This design comes from an exercise in tuning for small area, a short achievable clock period and few clock cycles per item on the open sky130 flow, not from production work. Only simulation tests tie the RTL to the original design; equivalence was not proved. Power and IR drop assume default switching activity.

Design enigma_top, start of the top module:
module enigma_top #(
    parameter int SYM_W = enigma_sym_pkg::SYM_W
) (
    input  logic                         clk,
    input  logic                         srst_n,
    input  logic                         load_i,
    input  logic                         encrypt_i,
    input  enigma_ctrl_pkg::crypt_mode_t crypt_mode_i,
    input  enigma_ctrl_pkg::table_sel_t  table_sel_i,
    input  enigma_sym_pkg::sym_t         code_i,
    output enigma_sym_pkg::sym_t         code_o,
    output logic                         code_valid_o
);
    logic                 wr_en_a;
    logic                 wr_en_b;
    enigma_sym_pkg::sym_t wr_addr;
    logic                 accept;
    enigma_ctrl ctrl_i (
        .clk         (clk),
        .srst_n      (srst_n),
        .load_i      (load_i),
        .encrypt_i   (encrypt_i),
        .table_sel_i (table_sel_i),
        .wr_en_a_o   (wr_en_a),
        .wr_en_b_o   (wr_en_b),
        .wr_addr_o   (wr_addr),
        .accept_o    (accept)
    );
    scramble_path #(
        .SYM_W (SYM_W)
    ) path_i (
        .clk          (clk),
        .srst_n       (srst_n),
        .accept_i     (accept),
        .code_i       (code_i),
        .crypt_mode_i (crypt_mode_i),
        .wr_en_a_i    (wr_en_a),
        .wr_en_b_i    (wr_en_b),
        .wr_addr_i    (wr_addr),
        .code_o       (code_o),
        .code_valid_o (code_valid_o)
    );
endmodule
Settings: LEC_CHECK=0, ABC_AREA=1, CAP_MARGIN=20, CORE_MARGIN=2, CORE_UTILIZATION=65, SETUP_SLACK_MARGIN=5, SLEW_MARGIN=20; clock period 15.0 ns.
standard.sh (not shown) runs the stock make flow with config.mk's settings and CLKGATE_MAP_FILE= SYNTH_SCRIPT=/design/flow/synth_recipe.tcl, a recipe that flattens the netlist after the stock synthesis.
==> flow/flow/run.sh <==
#!/bin/bash
set -euo pipefail
MARGIN=11.0
CTS="-sink_clustering_enable -repair_clock_nets -sink_clustering_size 24 -sink_clustering_max_diameter 60 -dont_use_dummy_load -root_buf sky130_fd_sc_hd__clkbuf_16 -buf_list sky130_fd_sc_hd__clkbuf_16"
sed -e "s/SETUP_SLACK_MARGIN=5 /SETUP_SLACK_MARGIN=${MARGIN} 'CTS_ARGS=${CTS}' /" standard.sh > standard_tuned.sh
grep -q "SETUP_SLACK_MARGIN=${MARGIN} 'CTS_ARGS=" standard_tuned.sh
bash standard_tuned.sh > layout.log 2>&1
Testbench counts at the start, summed over its fixed seeds: cycles 7,272, symbols 7,200.
Rerun with:
==> flow/flow/run.sh (replaced) <==
#!/bin/bash
set -euo pipefail
MARGIN=11.0
CTS="-sink_clustering_enable -repair_clock_nets -sink_clustering_size 30 -sink_clustering_max_diameter 80 -dont_use_dummy_load -root_buf sky130_fd_sc_hd__clkbuf_16 -buf_list sky130_fd_sc_hd__clkbuf_16"
sed -e "s/SETUP_SLACK_MARGIN=5 /SETUP_SLACK_MARGIN=${MARGIN} 'CTS_ARGS=${CTS}' /" standard.sh > standard_tuned.sh
grep -q "SETUP_SLACK_MARGIN=${MARGIN} 'CTS_ARGS=" standard_tuned.sh
bash standard_tuned.sh > layout.log 2>&1
Synthesized cell count does not change.
Clock power went down by 24%.
Setup slack degrades by 0.015 ns.
Combinational power went up by about 1%.
Synthesized area is unchanged.
Total power went down by 3.1%.
Clock skew barely changes.
Sequential power hardly moves.
Global-route usage went down by 0.20 points.
First-iteration DRC count went down by 3.8%.
Rerun with:
--- a/flow/flow/run.sh
+++ b/flow/flow/run.sh
@@ -1,5 +1,5 @@
 #!/bin/bash
 set -euo pipefail
-MARGIN=11.0
+MARGIN=10.8
 CTS="-sink_clustering_enable -repair_clock_nets -sink_clustering_size 30 -sink_clustering_max_diameter 80 -dont_use_dummy_load -root_buf sky130_fd_sc_hd__clkbuf_16 -buf_list sky130_fd_sc_hd__clkbuf_16"
 sed -e "s/SETUP_SLACK_MARGIN=5 /SETUP_SLACK_MARGIN=${MARGIN} 'CTS_ARGS=${CTS}' /" standard.sh > standard_tuned.sh
Effect: The changed run completed without violations. Non-clock buffer count decreases by 35. Global-route usage is higher by 0.61 points. Die area does not change. Sequential power hardly moves. Hold slack hardly moves. Combinational power is lower by 8.8%. Setup slack gets worse by 0.11 ns.

static timing again, ports no longer ideal:
Ports are ideal in the flow. The routed layouts listed here were re-timed in OpenROAD.
Step 1 sets driving cells, clkbuf_16 on the clock port and buf_2 on the other inputs (assumed; they add their load-dependent delay and slew).
Step 2 also shifts input and output timing later by t, the mid clock arrival at the registers, as if the neighbouring blocks saw the same clock.
a / b / c = ideal ports / drivers / drivers and shift; a / b = the first two.
| run | t (ns) | slack for setup (ns) | hold WS [ns] | worst setup path after step 2 | latest minus earliest clock arrival (ns) |
|---|---|---|---|---|---|
| the first run | 0.678 | 10.940 / 10.870 / 10.435 | 0.345 / 0.345 / 0.345 | input to register | 0.089 / 0.088 |
| the second run | 0.689 | 10.925 / 10.855 / 10.420 | 0.353 / 0.353 / 0.353 | input to register | 0.067 / 0.067 |
| the third run | 0.683 | 10.812 / 10.748 / 10.286 | 0.352 / 0.352 / 0.352 | input to register | 0.067 / 0.068 |
After both steps every run listed still meets setup and hold. For the third run, which loses most, drivers alone change the setup slack by -0.064 ns; drivers and shift together by -0.526 ns.
